From an optimization exercise on the open Yosys and OpenROAD flow, aimed at small area and a short achievable clock period; shortcuts taken in it are not production practice.
Where RTL was checked, it was by simulation tests only, not by an equivalence proof against the original.
No functional check of the RTL was part of runs 1 and 2.
Power and IR drop assume default switching activity.

**flow/run.sh**
```bash
#!/bin/bash
# synth_recipe.tcl (not shown) runs the flow's synth.tcl, then flattens the netlist and writes it again
# the make line also repeats each setting of config.mk as NAME=value (left out here)
make -C /OpenROAD-flow-scripts/flow DESIGN_CONFIG=/design/flow/config.mk WORK_HOME=/design/flow/orfs CLKGATE_MAP_FILE= SYNTH_SCRIPT=/design/flow/synth_recipe.tcl finish
```
**flow/config.mk**
```make
export PLATFORM = sky130hd
export DESIGN_NAME = fetch_queue
export DESIGN_NICKNAME = fetch_queue
export VERILOG_FILES = /design/flow/design.v
export SDC_FILE = /design/flow/constraint.sdc
export NUM_CORES = 8
export LEC_CHECK = 0
export CAP_MARGIN = 20
export CORE_MARGIN = 2
export CORE_UTILIZATION = 45
export PLACE_DENSITY = 0.6
export SETUP_SLACK_MARGIN = 3.4
export SLEW_MARGIN = 20
```
**flow/design.v**
```verilog
module fetch_queue #(
  parameter int DEPTH = 16,
  parameter int XLEN  = 64
) (
  input  logic                     clk,
  input  logic                     rst,
  input  logic [XLEN-1:0]          in_instr1,
  input  logic [XLEN-1:0]          in_instr2,
  input  logic [XLEN-1:0]          in_instr3,
  input  logic [XLEN-1:0]          in_instr4,
  input  logic [XLEN-1:0]          in_target1,
  input  logic [XLEN-1:0]          in_target2,
  input  logic [XLEN-1:0]          in_target3,
  input  logic [XLEN-1:0]          in_target4,
  input  logic                     in_taken1,
  input  logic                     in_taken2,
  input  logic                     in_taken3,
  input  logic                     in_taken4,
  input  logic                     in_valid1,
  input  logic                     in_valid2,
  input  logic                     in_valid3,
  input  logic                     in_valid4,
  output logic                     in_ready,
  output logic                     fetch_stall,
  input  logic                     flush,
  output logic [XLEN-1:0]          out_instr1,
  output logic [XLEN-1:0]          out_instr2,
  output logic [XLEN-1:0]          out_target1,
  output logic [XLEN-1:0]          out_target2,
  output logic                     out_taken1,
  output logic                     out_taken2,
  output logic                     out_valid1,
  output logic                     out_valid2,
  input  logic                     dec_ready,
  output logic [$clog2(DEPTH):0]   count
);
  localparam int AW = $clog2(DEPTH);
  localparam int CW = AW + 1;
  localparam int EW = 2 * XLEN + 1;    
  localparam int NB = 4;               
  localparam int NR = DEPTH / NB;      
  localparam int NH = DEPTH / 2;       
  logic [AW-1:0] r_head, r_tail;
  logic [CW-1:0] r_count;
  logic          r_rdy, r_v1, r_v2;
  logic [NB-1:0] r_tb;                 
  logic [NR-1:0] r_wrow [NB];          
  logic          r_v3, r_v4;           
  logic [NH-1:0] r_es, r_os;           
  logic          r_hodd;               
  logic [EW-1:0] r_o1, r_o2;           
  logic [EW-1:0] w_slot [4];
  logic [3:0]    w_v;
  assign w_slot[0] = {in_taken1, in_target1, in_instr1};
  assign w_slot[1] = {in_taken2, in_target2, in_instr2};
  assign w_slot[2] = {in_taken3, in_target3, in_instr3};
  assign w_slot[3] = {in_taken4, in_target4, in_instr4};
  assign w_v       = {in_valid4, in_valid3, in_valid2, in_valid1};
  logic [4:0] w_ex [5];
  always_comb begin
    w_ex[0] = 5'b00001;
    for (int k = 0; k < 4; k++)
      w_ex[k+1] = w_v[k] ? {w_ex[k][3:0], 1'b0} : w_ex[k];
  end
  logic [3:0]    w_sel [NB];           
  logic [NB-1:0] w_wb;                 
  logic [EW-1:0] w_wdata [NB];
  always_comb begin
    for (int b = 0; b < NB; b++) begin
      w_wb[b] = 1'b0;
      for (int k = 0; k < 4; k++) w_sel[b][k] = 1'b0;
      for (int d = 0; d < NB; d++) begin
        w_wb[b] = w_wb[b] | (r_tb[(b - d + NB) % NB] & ((w_ex[4] >> (d + 1)) != 5'd0));
        for (int k = 0; k < 4; k++)
          w_sel[b][k] = w_sel[b][k] | (r_tb[(b - d + NB) % NB] & w_v[k] & w_ex[k][d]);
      end
    end
  end
  for (genvar b = 0; b < NB; b++) begin : g_wd
    assign w_wdata[b] = ({EW{w_sel[b][0]}} & w_slot[0]) | ({EW{w_sel[b][1]}} & w_slot[1]) |
                        ({EW{w_sel[b][2]}} & w_slot[2]) | ({EW{w_sel[b][3]}} & w_slot[3]);
  end
  logic [EW-1:0] r_e [DEPTH];
  logic [EW-1:0] w_rd_even, w_rd_odd;  
  for (genvar p = 0; p < DEPTH; p++) begin : g_ent
    always_ff @(posedge clk)
      if (r_rdy && w_wb[p % NB] && r_wrow[p % NB][p / NB]) r_e[p] <= w_wdata[p % NB];
  end
  always_comb begin
    w_rd_even = '0;
    w_rd_odd  = '0;
    for (int i = 0; i < NH; i++) begin
      w_rd_even = w_rd_even | ({EW{r_es[i]}} & r_e[2 * i]);
      w_rd_odd  = w_rd_odd  | ({EW{r_os[i]}} & r_e[2 * i + 1]);
    end
  end
  logic       w_o1_hold, w_o1_s2;
  logic       w_o2_hold, w_o2_s3, w_o2_c0;
  logic [6:0] w_o1_sel, w_o2_sel;      
  logic [3:0] w_c0, w_c1;              
  for (genvar k = 0; k < 4; k++) begin : g_c
    assign w_c0[k] = w_v[k] & w_ex[k][0];
    assign w_c1[k] = w_v[k] & w_ex[k][1];
  end
  assign w_o1_hold = !dec_ready & r_v1;
  assign w_o1_s2   = dec_ready & r_v3;
  assign w_o2_hold = !dec_ready & r_v2;
  assign w_o2_s3   = dec_ready & r_v4;
  assign w_o2_c0   = dec_ready ? (r_v3 & !r_v4) : (r_v1 & !r_v2);
  assign w_o1_sel = {{4{!w_o1_hold & !w_o1_s2}} & w_c0,
                     w_o1_s2 & r_hodd, w_o1_s2 & !r_hodd, w_o1_hold};
  assign w_o2_sel = {({4{w_o2_c0}} & w_c0) | ({4{!w_o2_hold & !w_o2_s3 & !w_o2_c0}} & w_c1),
                     w_o2_s3 & !r_hodd, w_o2_s3 & r_hodd, w_o2_hold};
  always_ff @(posedge clk) begin
    r_o1 <= ({EW{w_o1_sel[0]}} & r_o1)      | ({EW{w_o1_sel[1]}} & w_rd_even) |
            ({EW{w_o1_sel[2]}} & w_rd_odd)  | ({EW{w_o1_sel[3]}} & w_slot[0]) |
            ({EW{w_o1_sel[4]}} & w_slot[1]) | ({EW{w_o1_sel[5]}} & w_slot[2]) |
            ({EW{w_o1_sel[6]}} & w_slot[3]);
    r_o2 <= ({EW{w_o2_sel[0]}} & r_o2)      | ({EW{w_o2_sel[1]}} & w_rd_even) |
            ({EW{w_o2_sel[2]}} & w_rd_odd)  | ({EW{w_o2_sel[3]}} & w_slot[0]) |
            ({EW{w_o2_sel[4]}} & w_slot[1]) | ({EW{w_o2_sel[5]}} & w_slot[2]) |
            ({EW{w_o2_sel[6]}} & w_slot[3]);
  end
  assign {out_taken1, out_target1, out_instr1} = r_o1;
  assign {out_taken2, out_target2, out_instr2} = r_o2;
  logic [4:0] w_esel;                  
  logic [2:0] w_dsel;                  
  logic [6:0] w_delta;                 
  logic       w_clr;
  assign w_clr   = rst | flush;
  assign w_esel  = r_rdy ? w_ex[4] : 5'b00001;
  assign w_dsel  = dec_ready ? {r_v2, r_v1 & ~r_v2, ~r_v1} : 3'b001;
  always_comb begin
    w_delta = '0;
    for (int n = 0; n < 5; n++)
      for (int j = 0; j < 3; j++)
        w_delta[n - j + 2] = w_delta[n - j + 2] | (w_esel[n] & w_dsel[j]);
  end
  function automatic logic [NR-1:0] row_of(input logic [AW-1:0] p);
    row_of = NR'(1) << p[AW-1:2];
  endfunction
  logic [CW-1:0] w_count_nxt;
  logic          w_rdy_nxt, w_v1_nxt, w_v2_nxt, w_v3_nxt, w_v4_nxt;
  logic [AW-1:0] w_head_nxt, w_tail_nxt;
  logic [NB-1:0] w_tb_nxt;
  logic [NR-1:0] w_wrow_nxt [NB];
  logic [NH-1:0] w_es_nxt, w_os_nxt;
  logic          w_hodd_nxt;
  always_comb begin
    logic [CW-1:0] c;
    logic [AW-1:0] p;
    w_count_nxt = '0;
    w_rdy_nxt   = 1'b0;
    w_v1_nxt    = 1'b0;
    w_v2_nxt    = 1'b0;
    w_v3_nxt    = 1'b0;
    w_v4_nxt    = 1'b0;
    for (int e = 0; e < 7; e++) begin
      c = r_count + CW'(e) - CW'(2);
      w_count_nxt = w_count_nxt | ({CW{w_delta[e]}} & c);
      w_rdy_nxt   = w_rdy_nxt | (w_delta[e] & (c <= CW'(DEPTH - 4)));
      w_v1_nxt    = w_v1_nxt  | (w_delta[e] & (c != CW'(0)));
      w_v2_nxt    = w_v2_nxt  | (w_delta[e] & (c >= CW'(2)));
      w_v3_nxt    = w_v3_nxt  | (w_delta[e] & (c >= CW'(3)));
      w_v4_nxt    = w_v4_nxt  | (w_delta[e] & (c >= CW'(4)));
    end
    w_tail_nxt = '0;
    w_tb_nxt   = '0;
    for (int b = 0; b < NB; b++) w_wrow_nxt[b] = '0;
    for (int n = 0; n < 5; n++) begin
      p = r_tail + AW'(n);
      w_tail_nxt = w_tail_nxt | ({AW{w_esel[n]}} & p);
      w_tb_nxt   = w_tb_nxt   | ({NB{w_esel[n]}} & (NB'(1) << p[1:0]));
      for (int b = 0; b < NB; b++)
        w_wrow_nxt[b] = w_wrow_nxt[b] | ({NR{w_esel[n]}} & row_of(p + AW'(2'(2'(b) - p[1:0]))));
    end
    w_head_nxt = '0;
    w_es_nxt   = '0;
    w_os_nxt   = '0;
    w_hodd_nxt = 1'b0;
    for (int j = 0; j < 3; j++) begin
      p = r_head + AW'(j);
      w_head_nxt = w_head_nxt | ({AW{w_dsel[j]}} & p);
      w_es_nxt   = w_es_nxt | ({NH{w_dsel[j]}} & (NH'(1) << (AW-1)'((AW'(p) + AW'(3)) >> 1)));
      w_os_nxt   = w_os_nxt | ({NH{w_dsel[j]}} & (NH'(1) << (AW-1)'((AW'(p) + AW'(2)) >> 1)));
      w_hodd_nxt = w_hodd_nxt | (w_dsel[j] & p[0]);
    end
  end
  always_ff @(posedge clk) begin
    if (w_clr) begin
      r_head  <= '0;
      r_tail  <= '0;
      r_count <= '0;
      r_rdy   <= 1'b1;
      r_v1    <= 1'b0;
      r_v2    <= 1'b0;
      r_v3    <= 1'b0;
      r_v4    <= 1'b0;
      r_tb    <= NB'(1);
      r_es    <= NH'(2);
      r_os    <= NH'(2);
      r_hodd  <= 1'b0;
      for (int b = 0; b < NB; b++) r_wrow[b] <= NR'(1);
    end else begin
      r_head  <= w_head_nxt;
      r_tail  <= w_tail_nxt;
      r_count <= w_count_nxt;
      r_rdy   <= w_rdy_nxt;
      r_v1    <= w_v1_nxt;
      r_v2    <= w_v2_nxt;
      r_v3    <= w_v3_nxt;
      r_v4    <= w_v4_nxt;
      r_tb    <= w_tb_nxt;
      r_es    <= w_es_nxt;
      r_os    <= w_os_nxt;
      r_hodd  <= w_hodd_nxt;
      for (int b = 0; b < NB; b++) r_wrow[b] <= w_wrow_nxt[b];
    end
  end
  assign in_ready    = r_rdy;
  assign fetch_stall = !r_rdy;
  assign out_valid1  = r_v1;
  assign out_valid2  = r_v2;
  assign count       = r_count;
endmodule
```
**flow/constraint.sdc**
```tcl
create_clock -name core_clock -period 6.0 [get_ports {clk}]
set_input_delay 1.2000 -clock core_clock [delete_from_list [all_inputs] [get_ports {clk}]]
set_output_delay 1.2000 -clock core_clock [all_outputs]
set_load 0.01 [all_outputs]
```
==> flow_summary.toml, run 1 <==
[synth]
synth_flop_cell = "edfxtp_1"
postSynthCellCount = 7737
yosysSeqAreaShare = 0.666
synth_top_area_cell = "edfxtp_1"
synth_fp_nets = 8314
avgSynthCellArea_um2 = 13.2
synth_warnings = 8
ys_ff_latch = 2376
ys_types = 83
synth_edf_count = 2064
synthesis.area_um2 = 102000
ys_async_sr_fraction = 0
synth_top_area_frac = 0.605
synth_area_leaders = "edfxtp_1 60%, a22oi_1 8.6%, a222oi_1 6.4%"

[clocking]
clock-root-buffer = "clkbuf_16"
h-tree-depth = 4
cts_sinks = 2376
cts_hold_buf = 0
clk_latency_ns = 0.94
clk_pin_slew_ns = 0.07
clockBufferDepth = 3
cts_inserted_buffers = 239
tritoncts = "done"

[place]
place_hpwl_um = 257000
dpl.cell_count = 11086
place_congestion = 0.906
dp_slack_ns = 0.806
port_buffers = 790

[worst_setup_path]
crit_path_start_kind = "primary input"
r2r_slack_ns = 3.19
cp_top_family = "compound AO/OA/AOI/OAI gates"
reg2reg_to = "r_e[6][94]"
rr_worst_depth = 6
cp_num_buf_inv = 4
crit_chain = "buf_12 > clkinvlp_4 > ha_4 > buf_6 > mux2_2 > a221oi_2 > a21boi_4 > buf_12 > nand2_1 > nand2_1"
crit_fanout = 80
crit-reg2reg-launch = "r_tb[1]"
crit_path_end_kind = "register"
cp_slowest_cell = "a221oi_2"
cp_data_required_time_ns = 6.57
worstSetupPathType = "primary input to register"
slowest_delay_ns = 0.38
crit_arrival_ns = 3.67

[drt]
ant_nets = 0
dr.pass1.iters = 17
vias_per_cell = 7.63
avgRoutedWirePerCell_um = 43.3
post-route-drc-count = 0
vias = 94348
wirelength_um = 536000
drt_iter0_markers = 22877

[timing]
fmax_mhz = 322
period_share = 0.517
finalHoldViolations = 0
worst_pin_slew_ns = 1.01
fin_skew_ns = 0.0472
period_needed_ns = 3.10
finalSetupTns_ns = 0
rsz0062_at_grt = "true"
finalSetupViolations = 0
setup_slack_ns = 2.90
drv_slew = 0
relSlewSlack = 0.324

[global_routing]
grt.busiest_layer = "met2"
use_met3 = 0.144
gr-total-overflow = 0
grt_antenna_before_repair = 32
grt_use_total = 0.415
grt_use_met2 = 0.605
grt_pass1_wl_um = 679000
grt_pass1_vias = 85199
grt_max_degree = 107
grtUsageMet1 = 0.534

[die]
start_util = 0.452
fp.dieArea_um2 = 232000
std_cell_rows = 175
core_area_um2 = 227000
die_h_um = 481
fp.dieW_um = 481
boundaryPins = 791

[job]
max-cap-violations = 0

[cells_and_area]
nets = 9692
register_area_um2 = 68700
fill_cells = 16398
multiInputGateArea_um2 = 34500
final_layout_size_suffix_gt1_frac = 0.275
syn2layout_area_growth_pct = 38.8
fin_cells = 12373

[power]
irDropWorstVdd_mv = 0.266
leakagePower_uw = 0.0484
power_density_nw_per_um2 = 314

[worst_hold_path]
min_from = "r_o2[14]"
min_to = "r_o2[14]"
hold_class = "register to register"
min_path_cells = 2

[outcome]
status = "finished clean"
[worst max path at each step]
stage	start	end	slack, ns	cells past startpoint
final	in_valid1	r_e[6][94]	2.90	10
after global routing	in_valid1	r_e[6][94]	2.92	11
after CTS	in_valid1	r_e[2][34]	3.07	13
after detailed placement	in_valid1	r_e[6][104]	0.81	10
after global placement	in_valid2	r_e[6][102]	0.94	10
after floorplan	in_valid1	r_e[10][0]	2.11	9
[power by group]
| part | internal, uW | switching (uW) | total, uW | leakage, uW |
|---|---|---|---|---|
| clock | 8730 | 6820 | 15500 | 0.00386 |
| sequential | 19500 | 576 | 20100 | 0.0217 |
| combinational | 3660 | 5410 | 9070 | 0.0228 |
[state kept, by name, summed over array words and instances (netlist names)]
name / count
r_e: 2064
r_o1: 129
r_o2: 129
r_wrow: 16
r_es: 8
r_os: 8
r_count: 5
r_head: 4
r_tail: 4
r_tb: 4
r_rdy: 1
r_v1: 1
r_v2: 1
r_v3: 1
r_v4: 1
[cells in the mapped netlist, types with 11 or more instances]
cell,n
nand2_1,1222
nor3_1,24
ha_1,53
xor2_1,18
o22ai_1,131
xnor2_1,30
dfxtp_1,312
buf_1,15
clkbuf_1,579
edfxtp_1,2064
a31oi_1,22
and2_1,19
and4_1,260
nor2_1,189
buf_2,108
o21ai_0,25
and3_1,18
a21oi_1,65
o211ai_1,132
nand2b_1,11
inv_1,25
nand3_1,157
a32oi_1,22
a222oi_1,651
a22oi_1,1179
a221oi_1,264
[routing by layer]
metal	wire length [um]	up-vias	part of all wire
met5	52	-	0.000097
met4	47500	6	0.089
met3	91500	2330	0.17
met2	221000	10445	0.41
met1	176000	46086	0.33
li1	-	35481	-
[worst min-delay path, delay by kind of cell (launching register included)]
family             cells  cell delay, ns
DFF                    1            0.32
AOI/OAI and AO/OA      1            0.06
and+or+nand+nor        1            0.06
[placed cells by master, fill, tap and decap left out, drive strengths merged, types with 260 or more instances in the layout]
cell and count:
edfxtp 2064, clkdlybuf4s50 518, and4 260, a221oi 266, clkbuf 392, a222oi 651
nand2 1227, dfxtp 312, buf 1194, a22oi 1180
[cell type report]
cell class / instances / share of cell area
sequential: 2376 / 0.483
multi-input combinational: 4655 / 0.242
timing repair buffer: 1814 / 0.191
clock buffer: 296 / 0.0443
tap: 3009 / 0.0265
clock inverter: 156 / 0.0120
inverter: 29 / 0.00101
antenna: 38 / 0.000668
[stage by stage]
stage	hold WS (ns)	utilization	cell area (um^2)	total power, uW
finish	0.480	0.627	142000	44700
global placement	0.472	0.506	115000	26100
floorplan	0.528	-	103000	22800
global route	0.502	0.627	142000	45300
detailed placement	0.480	0.506	115000	26200
CTS	0.480	0.595	135000	43100
[logic make-up after synthesis]
logic type	Yosys count	share of synthesized area
AO/OA/AOI/OAI	2571	0.205
XOR/XNOR	51	0.00458
adder cells (fa/ha/maj)	53	0.00647
buffers and inverters	738	0.0286
flip-flops	2376	0.666
multiplexers	11	0.00131
AND/OR/NAND/NOR	1937	0.0883
[repair_timing]
item / CTS / global route
pin swaps: 372 / 369
setup endpoints to repair: 4699 / 4410
cloned: 233 / 120
resized for setup: 2235 / 795
buffers inserted: 300 / 144
==> inputs of run 2 (changes only) <==
--- a/flow/design.v
+++ b/flow/design.v
@@ -44,3 +44,3 @@
   logic [CW-1:0] r_count;
-  logic          r_rdy, r_v1, r_v2;
+  logic          r_rdy, r_stall, r_v1, r_v2;
   logic [NB-1:0] r_tb;                 
@@ -59,2 +59,3 @@
   logic [4:0] w_ex [5];
+  logic [3:0] w_atl;
   always_comb begin
@@ -64,4 +65,10 @@
   end
+  assign w_atl[0] = |w_v;
+  assign w_atl[1] = (w_v[0] & w_v[1]) | (w_v[0] & w_v[2]) | (w_v[0] & w_v[3]) |
+                    (w_v[1] & w_v[2]) | (w_v[1] & w_v[3]) | (w_v[2] & w_v[3]);
+  assign w_atl[2] = (w_v[0] & w_v[1] & w_v[2]) | (w_v[0] & w_v[1] & w_v[3]) |
+                    (w_v[0] & w_v[2] & w_v[3]) | (w_v[1] & w_v[2] & w_v[3]);
+  assign w_atl[3] = &w_v;
   logic [3:0]    w_sel [NB];           
-  logic [NB-1:0] w_wb;                 
+  logic [NR-1:0] w_we [NB];            
   logic [EW-1:0] w_wdata [NB];
@@ -69,6 +76,7 @@
     for (int b = 0; b < NB; b++) begin
-      w_wb[b] = 1'b0;
       for (int k = 0; k < 4; k++) w_sel[b][k] = 1'b0;
+      for (int r = 0; r < NR; r++) w_we[b][r] = 1'b0;
       for (int d = 0; d < NB; d++) begin
-        w_wb[b] = w_wb[b] | (r_tb[(b - d + NB) % NB] & ((w_ex[4] >> (d + 1)) != 5'd0));
+        for (int r = 0; r < NR; r++)
+          w_we[b][r] = w_we[b][r] | (r_rdy & r_wrow[b][r] & r_tb[(b - d + NB) % NB] & w_atl[d]);
         for (int k = 0; k < 4; k++)
@@ -86,3 +94,3 @@
     always_ff @(posedge clk)
-      if (r_rdy && w_wb[p % NB] && r_wrow[p % NB][p / NB]) r_e[p] <= w_wdata[p % NB];
+      if (w_we[p % NB][p / NB]) r_e[p] <= w_wdata[p % NB];
   end
@@ -194,2 +202,3 @@
       r_rdy   <= 1'b1;
+      r_stall <= 1'b0;
       r_v1    <= 1'b0;
@@ -208,2 +217,3 @@
       r_rdy   <= w_rdy_nxt;
+      r_stall <= !w_rdy_nxt;
       r_v1    <= w_v1_nxt;
@@ -220,3 +230,3 @@
   assign in_ready    = r_rdy;
-  assign fetch_stall = !r_rdy;
+  assign fetch_stall = r_stall;
   assign out_valid1  = r_v1;
==> flow/flow/run.sh (new file) <==
#!/bin/bash
# The standard layout, with plain buffers (instead of the delay-cell buffers buffer_ports
# picks by default) on the input and output ports.
set -euo pipefail
export BUFFER_PORTS_ARGS="-buffer_cell sky130_fd_sc_hd__buf_2"
bash standard.sh > standard.log 2>&1
==> flow/standard.sh (new file) <==
#!/bin/bash
# synth_recipe.tcl (not shown) runs the flow's synth.tcl, then flattens the netlist and writes it again
# the make line also repeats each setting of config.mk as NAME=value (left out here)
make -C /OpenROAD-flow-scripts/flow DESIGN_CONFIG=/design/flow/config.mk WORK_HOME=/design/flow/orfs CLKGATE_MAP_FILE= SYNTH_SCRIPT=/design/flow/synth_recipe.tcl "${@:-finish}"
--- a/flow/config.mk
+++ b/flow/config.mk
@@ -9,5 +9,7 @@
 export CORE_MARGIN = 2
-export CORE_UTILIZATION = 45
-export PLACE_DENSITY = 0.6
-export SETUP_SLACK_MARGIN = 3.4
+export CORE_UTILIZATION = 38
+export CTS_CLUSTER_DIAMETER = 80
+export CTS_CLUSTER_SIZE = 25
+export PLACE_DENSITY = 0.5
+export SETUP_SLACK_MARGIN = 3.3
 export SLEW_MARGIN = 20
removed: flow/run.sh
==> run 2 against run 1 <==
- clock-buffer cell count fell by 132
- largest power group unchanged
- wire length decreased by 10%
- first-iteration DRC count decreased by 17%
- sequential share of layout area grew 8.9 points
- largest cell class unchanged
- worst hold slack better by 0.048 ns
- highest routed layer unchanged
- still clean on timing, DRC and antenna
==> flow_summary.toml, run 2 <==
[drt]
ant_nets = 0
wirelength_um = 482000
dr.pass1.iters = 14
drt_iter0_markers = 18975
vias_per_cell = 7.06
post-route-drc-count = 0
vias = 85202
avgRoutedWirePerCell_um = 39.9

[cells_and_area]
largestRegisters = "r_e x2064, r_o1 x129, r_o2 x129"
nets = 8966
layout_common_cells = "2,064 x edfxtp_1, 1,333 x nand2_1, 1,297 x a22oi_1, 782 x a222oi_1, 780 x buf_2"
syn2layout_area_growth_pct = 17.0
largest_reg_flops = 2064
final_layout_size_suffix_gt1_frac = 0.196
layout_commonest_cell = "edfxtp_1"
top_register = "r_e"

[place]
port_buffers = 790
place_congestion = 0.870
place_hpwl_um = 264000

[clocking]
clockBufferDepth = 3
clk_pin_slew_ns = 0.10
clk_latency_ns = 0.88
h-tree-depth = 4
clock-root-buffer = "clkbuf_16"
tritoncts = "done"
cts_sinks = 2377
cts_inserted_buffers = 141

[worst_setup_path]
worstSetupPathType = "primary input to register"
crit_fanout = 77
cp_data_required_time_ns = 6.55
crit_path_end_kind = "register"
crit_path_start_kind = "primary input"
crit_arrival_ns = 3.47

[worst_hold_path]
hold_class = "register to register"

[synth]
ys_ff_latch = 2377
avgSynthCellArea_um2 = 13.2
yosys.cell_count.top_type = "edfxtp_1"
ys_async_sr_fraction = 0
synth_fp_nets = 8334
ys_types = 81
synth_commonest_cells = "2,064 x edfxtp_1, 1,358 x nand2_1, 1,314 x a22oi_1"
synth_top_area_frac = 0.607
synth_edf_count = 2064
synthesis.area_um2 = 102000
synth_warnings = 9
synth_area_leaders = "edfxtp_1 61%, a22oi_1 9.7%, a222oi_1 7.7%"
synth_flop_cell = "edfxtp_1"
synth_top_area_cell = "edfxtp_1"
yosysSeqAreaShare = 0.668
postSynthCellCount = 7757

[power]
power_density_nw_per_um2 = 321
seqPwrFrac = 0.529
p_switching_uw = 11600
internal-power_uw = 26800
irDropWorstVdd_mv = 0.307
leakagePower_uw = 0.0408
p_clk_frac = 0.295
power_frac_comb = 0.176
power_uw = 38400
switching_share = 0.301

[timing]
finalHoldViolations = 0
fin_skew_ns = 0.0539
fmax_mhz = 342
worst_hold_slack_ns = 0.528
period_needed_ns = 2.93
finalSetupTns_ns = 0
rsz0062_at_grt = "true"
drv_slew = 0
relSlewSlack = 0.198
finalSetupViolations = 0
worst_pin_slew_ns = 1.20
period_share = 0.488

[global_routing]
grtUsageMet1 = 0.442
grt_use_total = 0.332
gr-total-overflow = 0
grt_max_degree = 130
use_met3 = 0.0789
grt_pass1_wl_um = 644000
grt_pass1_vias = 80446
grt_use_met2 = 0.507
grt.busiest_layer = "met2"
grt_antenna_before_repair = 19

[die]
start_util = 0.382
fp.dieW_um = 523
fp.dieArea_um2 = 273000
core_area_um2 = 268000
die_h_um = 523
std_cell_rows = 190
boundaryPins = 791

[job]
max-cap-violations = 0

[outcome]
status = "finished clean"
-- run 2: logic make-up (layout without fill, tap and decap cells) --
group,Yosys count,count (layout),synth area share
other cells,0,14,0
flops,2377,2377,0.668
buf+inv,739,1457,0.0296
mux,6,6,0.000673
xor+xnor,53,53,0.00484
fa+ha+maj,53,53,0.00649
simple gates,2069,2090,0.0884
compound gates,2460,2462,0.202
-- run 2: layer usage --
| metal | routed length [um] | vias up |
|---|---|---|
| met2 | 213000 | 7241 |
| met4 | 26700 | 8 |
| li1 | - | 33725 |
| met5 | 51 | - |
| met1 | 181000 | 43172 |
| met3 | 61300 | 1056 |
-- run 2: what timing repair did --
action	4_1_cts	5_1_grt
buffers inserted	113	43
pin swaps	48	91
resized for setup	174	98
cloned	37	23
hold buffers	0	0
setup endpoints to repair	4320	2127
-- run 2: layout make-up --
| cell class | instances | area, um^2 |
|---|---|---|
| antenna | 14 | 35.0 |
| clock buffer | 164 | 3690 |
| clock inverter | 88 | 1200 |
| fill | 24256 | 148000 |
| inverter | 31 | 133 |
| multi-input combinational | 4664 | 31900 |
| sequential | 2377 | 68400 |
| tap | 3552 | 4440 |
| timing repair buffer | 1174 | 9720 |
-- run 2: through the flow --
step / cell area (um^2) / cells / utilization / setup WS, ns
floorplan: 103000 / 7757 / - / 2.50
global placement: 111000 / 11582 / 0.414 / 1.64
detailed placement: 111000 / 11582 / 0.414 / 1.65
CTS: 118000 / 11984 / 0.442 / 3.29
global route: 120000 / 12057 / 0.447 / 3.17
finish: 120000 / 12064 / 0.447 / 3.07
-- run 2: critical path, stage by stage --
cell and delay, ns:
buf_16 0.10, clkinvlp_4 0.11, ha_4 0.20, buf_6 0.12, buf_4 0.13, a22oi_2 0.19, a21boi_4 0.11, buf_12 0.24
a222oi_1 0.62, nand2_1 0.25
-- run 2: path summary, 6_finish.rpt --
kind         slack (ns)      start  cells after the start          end
min reg2reg        0.53   r_o1[38]                      2     r_o1[38]
max                3.07  in_valid1                     10  r_e[15][86]
min                0.53   r_o1[38]                      2     r_o1[38]
max reg2reg        3.23    r_tb[2]                      6  r_e[15][86]
-- run 2: power by group through the flow --
stage	Clock (uW)	Sequential (uW)	Combinational, uW
floorplan	0	20600	2840
global placement	0	20600	5830
detailed placement	0	20600	5900
CTS	11400	20300	6310
global route	12000	20400	6970
finish	11300	20300	6750
==> inputs of run 3 (changes only) <==
--- a/flow/design.v
+++ b/flow/design.v
@@ -44,6 +44,7 @@
   logic [CW-1:0] r_count;
-  logic          r_rdy, r_stall, r_v1, r_v2;
+  logic          r_rdy, r_stall, r_v1, r_v2;    
+  logic [DEPTH:0] r_coh;               
+  logic          w_rdy, w_v1, w_v2, w_v3, w_v4;   
   logic [NB-1:0] r_tb;                 
   logic [NR-1:0] r_wrow [NB];          
-  logic          r_v3, r_v4;           
   logic [NH-1:0] r_es, r_os;           
@@ -58,2 +59,7 @@
   assign w_v       = {in_valid4, in_valid3, in_valid2, in_valid1};
+  assign w_rdy = |r_coh[DEPTH-4:0];
+  assign w_v1  = !r_coh[0];
+  assign w_v2  = !(r_coh[0] | r_coh[1]);
+  assign w_v3  = !(r_coh[0] | r_coh[1] | r_coh[2]);
+  assign w_v4  = !(r_coh[0] | r_coh[1] | r_coh[2] | r_coh[3]);
   logic [4:0] w_ex [5];
@@ -80,3 +86,3 @@
         for (int r = 0; r < NR; r++)
-          w_we[b][r] = w_we[b][r] | (r_rdy & r_wrow[b][r] & r_tb[(b - d + NB) % NB] & w_atl[d]);
+          w_we[b][r] = w_we[b][r] | (w_rdy & r_wrow[b][r] & r_tb[(b - d + NB) % NB] & w_atl[d]);
         for (int k = 0; k < 4; k++)
@@ -112,7 +118,7 @@
   end
-  assign w_o1_hold = !dec_ready & r_v1;
-  assign w_o1_s2   = dec_ready & r_v3;
-  assign w_o2_hold = !dec_ready & r_v2;
-  assign w_o2_s3   = dec_ready & r_v4;
-  assign w_o2_c0   = dec_ready ? (r_v3 & !r_v4) : (r_v1 & !r_v2);
+  assign w_o1_hold = !dec_ready & w_v1;
+  assign w_o1_s2   = dec_ready & w_v3;
+  assign w_o2_hold = !dec_ready & w_v2;
+  assign w_o2_s3   = dec_ready & w_v4;
+  assign w_o2_c0   = dec_ready ? (w_v3 & !w_v4) : (w_v1 & !w_v2);
   assign w_o1_sel = {{4{!w_o1_hold & !w_o1_s2}} & w_c0,
@@ -138,4 +144,4 @@
   assign w_clr   = rst | flush;
-  assign w_esel  = r_rdy ? w_ex[4] : 5'b00001;
-  assign w_dsel  = dec_ready ? {r_v2, r_v1 & ~r_v2, ~r_v1} : 3'b001;
+  assign w_esel  = w_rdy ? w_ex[4] : 5'b00001;
+  assign w_dsel  = dec_ready ? {w_v2, w_v1 & ~w_v2, ~w_v1} : 3'b001;
   always_comb begin
@@ -150,3 +156,4 @@
   logic [CW-1:0] w_count_nxt;
-  logic          w_rdy_nxt, w_v1_nxt, w_v2_nxt, w_v3_nxt, w_v4_nxt;
+  logic          w_rdy_nxt, w_v1_nxt, w_v2_nxt;
+  logic [DEPTH:0] w_coh_nxt;
   logic [AW-1:0] w_head_nxt, w_tail_nxt;
@@ -157,4 +164,5 @@
   always_comb begin
-    logic [CW-1:0] c;
     logic [AW-1:0] p;
+    logic [CW-1:0] cc;
+    logic          cr, c1, c2;
     w_count_nxt = '0;
@@ -163,12 +171,21 @@
     w_v2_nxt    = 1'b0;
-    w_v3_nxt    = 1'b0;
-    w_v4_nxt    = 1'b0;
+    w_coh_nxt   = '0;
     for (int e = 0; e < 7; e++) begin
-      c = r_count + CW'(e) - CW'(2);
-      w_count_nxt = w_count_nxt | ({CW{w_delta[e]}} & c);
-      w_rdy_nxt   = w_rdy_nxt | (w_delta[e] & (c <= CW'(DEPTH - 4)));
-      w_v1_nxt    = w_v1_nxt  | (w_delta[e] & (c != CW'(0)));
-      w_v2_nxt    = w_v2_nxt  | (w_delta[e] & (c >= CW'(2)));
-      w_v3_nxt    = w_v3_nxt  | (w_delta[e] & (c >= CW'(3)));
-      w_v4_nxt    = w_v4_nxt  | (w_delta[e] & (c >= CW'(4)));
+      cc = '0;
+      cr = 1'b0;
+      c1 = 1'b0;
+      c2 = 1'b0;
+      for (int k = 0; k <= DEPTH; k++) begin
+        if (k + e - 2 >= 0 && k + e - 2 <= DEPTH) begin
+          cc = cc | ({CW{r_coh[k]}} & CW'(k + e - 2));
+          cr = cr | (r_coh[k] & (k + e - 2 <= DEPTH - 4));
+          c1 = c1 | (r_coh[k] & (k + e - 2 >= 1));
+          c2 = c2 | (r_coh[k] & (k + e - 2 >= 2));
+          w_coh_nxt[k + e - 2] = w_coh_nxt[k + e - 2] | (w_delta[e] & r_coh[k]);
+        end
+      end
+      w_count_nxt = w_count_nxt | ({CW{w_delta[e]}} & cc);
+      w_rdy_nxt   = w_rdy_nxt | (w_delta[e] & cr);
+      w_v1_nxt    = w_v1_nxt  | (w_delta[e] & c1);
+      w_v2_nxt    = w_v2_nxt  | (w_delta[e] & c2);
     end
@@ -205,4 +222,3 @@
       r_v2    <= 1'b0;
-      r_v3    <= 1'b0;
-      r_v4    <= 1'b0;
+      r_coh   <= (DEPTH+1)'(1);
       r_tb    <= NB'(1);
@@ -220,4 +236,3 @@
       r_v2    <= w_v2_nxt;
-      r_v3    <= w_v3_nxt;
-      r_v4    <= w_v4_nxt;
+      r_coh   <= w_coh_nxt;
       r_tb    <= w_tb_nxt;
--- a/flow/config.mk
+++ b/flow/config.mk
@@ -13,3 +13,3 @@
 export PLACE_DENSITY = 0.5
-export SETUP_SLACK_MARGIN = 3.3
+export SETUP_SLACK_MARGIN = 3.5
 export SLEW_MARGIN = 20
==> run 3 against run 2 <==
- wire length grew 33%
- final cell count rose by 9.2%
- combinational power rose by 34%
- maximum frequency fell by 7.1%
- worst hold slack worse by 0.020 ns
- power up 5.5%
- largest cell class unchanged
- still clean on timing, DRC and antenna
==> flow_summary.toml, run 3 <==
[outcome]
status = "finished clean"

[place]
place_congestion = 0.864
dpl.cell_count = 11687
place_area_um2 = 112000
port_buffers = 790
place_hpwl_um = 274000

[synth]
synth_top_area_cell = "edfxtp_1"
synth_area_leaders = "edfxtp_1 60%, a22oi_1 8.0%, dfxtp_1 6.3%"
synth_top_area_frac = 0.601
synth_warnings = 9
ys_types = 68
postSynthCellCount = 7841
synth_flop_cell = "edfxtp_1"
ys_async_sr_fraction = 0
synth_adder_area_share = 0.00449
synth_commonest_cells = "2,064 x edfxtp_1, 1,258 x nand2_1, 1,099 x a22oi_1"
ys_ff_latch = 2391
yosysSeqAreaShare = 0.665
synthesis.area_um2 = 103000
yosys.cell_count.top_type = "edfxtp_1"
avgSynthCellArea_um2 = 13.2
synthMuxAreaShare = 0.00129
synth_compound_area_frac = 0.225
synth_edf_count = 2064
synth_fp_nets = 8402
synth_top_family_by_area = "compound AO/OA/AOI/OAI gates"
synth_xor_xnor_area_share = 0.00348
yosys.area_share.simple = 0.0741

[global_routing]
grt_pass1_vias = 88513
gr-total-overflow = 0
grt_pass1_wl_um = 798000
grt_antenna_before_repair = 97
grt_use_total = 0.421
grt_max_degree = 107

[drt]
ant_nets = 0
vias = 100597
vias_per_cell = 7.64
post-route-drc-count = 0
drt_iter0_markers = 25479
dr.pass1.iters = 17
avgRoutedWirePerCell_um = 48.7
wirelength_um = 641000

[cells_and_area]
finalInstanceArea_um2 = 146000
final_layout_size_suffix_gt1_frac = 0.361
fill_cells = 21798
fin_cells = 13168
top_register = "r_e"
nets = 9966
layout_common_cells = "2,064 x edfxtp_1, 1,085 x a22oi_1, 750 x nand2_1, 544 x a222oi_1, 519 x buf_2"
syn2layout_area_growth_pct = 42.0
largestRegisters = "r_e x2064, r_o1 x129, r_o2 x129"
register_area_um2 = 69200
layout_commonest_cell = "edfxtp_1"
multiInputGateArea_um2 = 37300
largest_reg_flops = 2064
fin_util = 0.542

[timing]
period_needed_ns = 3.15
drv_slew = 0
rsz0062_at_grt = "true"
finalSetupViolations = 0
finalSetupTns_ns = 0
relSlewSlack = 0.203
period_share = 0.525
finalHoldViolations = 0
worst_pin_slew_ns = 1.19
fmax_mhz = 317
fin_skew_ns = 0.0524

[die]
std_cell_rows = 191
start_util = 0.382
boundaryPins = 791
fp.dieW_um = 525
die_h_um = 525
fp.dieArea_um2 = 276000
core_area_um2 = 270000

[clocking]
clockBufferDepth = 3
clk_pin_slew_ns = 0.10
cts_hold_buf = 0
h-tree-depth = 4
clock-root-buffer = "clkbuf_16"
cts_sinks = 2391
tritoncts = "done"
cts_inserted_buffers = 137
clk_latency_ns = 0.86

[power]
leakagePower_uw = 0.0527
power_uw = 40500
irDropWorstVdd_mv = 0.291
power_density_nw_per_um2 = 276

[worst_setup_path]
rr_worst_depth = 7
cp_data_required_time_ns = 6.59
crit_fanout = 8
crit_arrival_ns = 3.74
worstSetupPathType = "primary input to register"
crit_path_start_kind = "primary input"
crit_path_end_kind = "register"

[job]
max-cap-violations = 0

[worst_hold_path]
min_path_cells = 2
hold_class = "register to register"
-- run 3: cell types whose count changed after synthesis, sizes merged, moves of 16 or more --
cell,delta
buf,-106
nand2,-99
a22oi,-217
a221o,+216
a221oi,+215
clkbuf,+130
a22o,+137
a222oi,-238
o21ai,+86
nand3,-71
a31oi,+170
ha,-16
nor2,+18
nand4,-127
-- run 3: final timing paths --
kind / start / to / slack [ns]
worst max register to register: r_coh[8] / r_rdy / 3.00
worst max-delay path: in_valid1 / r_e[2][77] / 2.85
worst min-delay path: r_o1[110] / r_o1[110] / 0.51
worst min register to register: r_o1[110] / r_o1[110] / 0.51
-- run 3: critical path, stage by stage --
cell	delay, ns
buf_16	0.12
buf_6	0.11
ha_4	0.18
buf_4	0.14
buf_6	0.11
buf_6	0.10
and2_4	0.16
nand2b_4	0.20
buf_6	0.15
a221oi_4	0.33
nor2_4	0.11
and2_4	0.18
buf_12	0.16
clkbuf_16	0.24
buf_16	0.20
-- run 3: final cells by class --
class / instances / share of cell area
multi-input combinational: 4751 / 0.255
sequential: 2391 / 0.472
tap: 3570 / 0.0305
timing repair buffer: 2104 / 0.208
antenna: 86 / 0.00147
clock inverter: 81 / 0.00689
inverter: 20 / 0.000649
clock buffer: 165 / 0.0253
-- run 3: stage by stage --
step                setup slack (ns)  hold WS, ns
floorplan                       2.36        0.541
global placement                1.40        0.483
detailed placement              1.28        0.485
CTS                             3.06        0.511
global route                    2.83        0.532
finish                          2.85        0.508
-- run 3: repair_timing --
item | in CTS | in global routing
resized for setup | 2362 | 558
setup buffers | 450 | 214
gates cloned | 370 | 115
endpoints found under the setup margin | 4710 | 4659
pin swaps | 652 | 355
-- run 3: where the power goes --
group	internal [uW]	total, uW	switching, uW	leakage (uW)
clock network	4940	11300	6350	0.00227
logic	3680	9050	5380	0.0283
registers	19500	20100	599	0.0221
-- run 3: per-layer routing --
layer  share of wire  up-vias  GRT usage
met5         0.00097        -    0.00277
met4           0.090       64      0.282
met3            0.18     2752      0.176
met2            0.40    11434      0.586
met1            0.33    49847      0.532
li1                -    36500          -
-- run 3: cell families (layout without fill, tap and decap cells) --
group                      after synthesis  after routing
adders and majority gates               37             37
DFF                                   2391           2391
AOI/OAI and AO/OA                     2806           2817
muxes                                   13             13
xor gates and xnor gates                41             41
other                                    0             86
buffers and inverters                  752           2370
and+or+nand+nor                       1801           1843

-- re-timing with driven ports --
No port has a modelled driver above. Below, the same layouts with a new extraction and two added sets of constraints.
Step 1 (the two cells are an assumption about what drives the block):
set clk [get_ports {clk}]
set_driving_cell -lib_cell sky130_fd_sc_hd__clkbuf_16 $clk
set_driving_cell -lib_cell sky130_fd_sc_hd__buf_2 [delete_from_list [all_inputs] $clk]
Step 2, shift: input delay + t, output delay - t, t = (earliest + latest rising clock arrival at the registers) / 2. This alone moves slack from input paths to output paths.
Three values: no drivers, after step 1, after step 2; two values: the first two.
| run | t, ns | slack for setup (ns) | hold slack, ns |
|---|---|---|---|
| run 1 | 1.011 | 2.899 / 2.910 / 1.899 | 0.480 / 0.480 / 0.480 |
| run 2 | 0.953 | 3.073 / 3.081 / 2.129 | 0.528 / 0.528 / 0.528 |
| run 3 | 0.941 | 2.849 / 2.872 / 1.931 | 0.508 / 0.508 / 0.508 |
After both steps setup and hold are still met in every run listed. The setup slack of run 1, which loses most, moves by +0.011 ns with the drivers and by -1.000 ns with both steps.
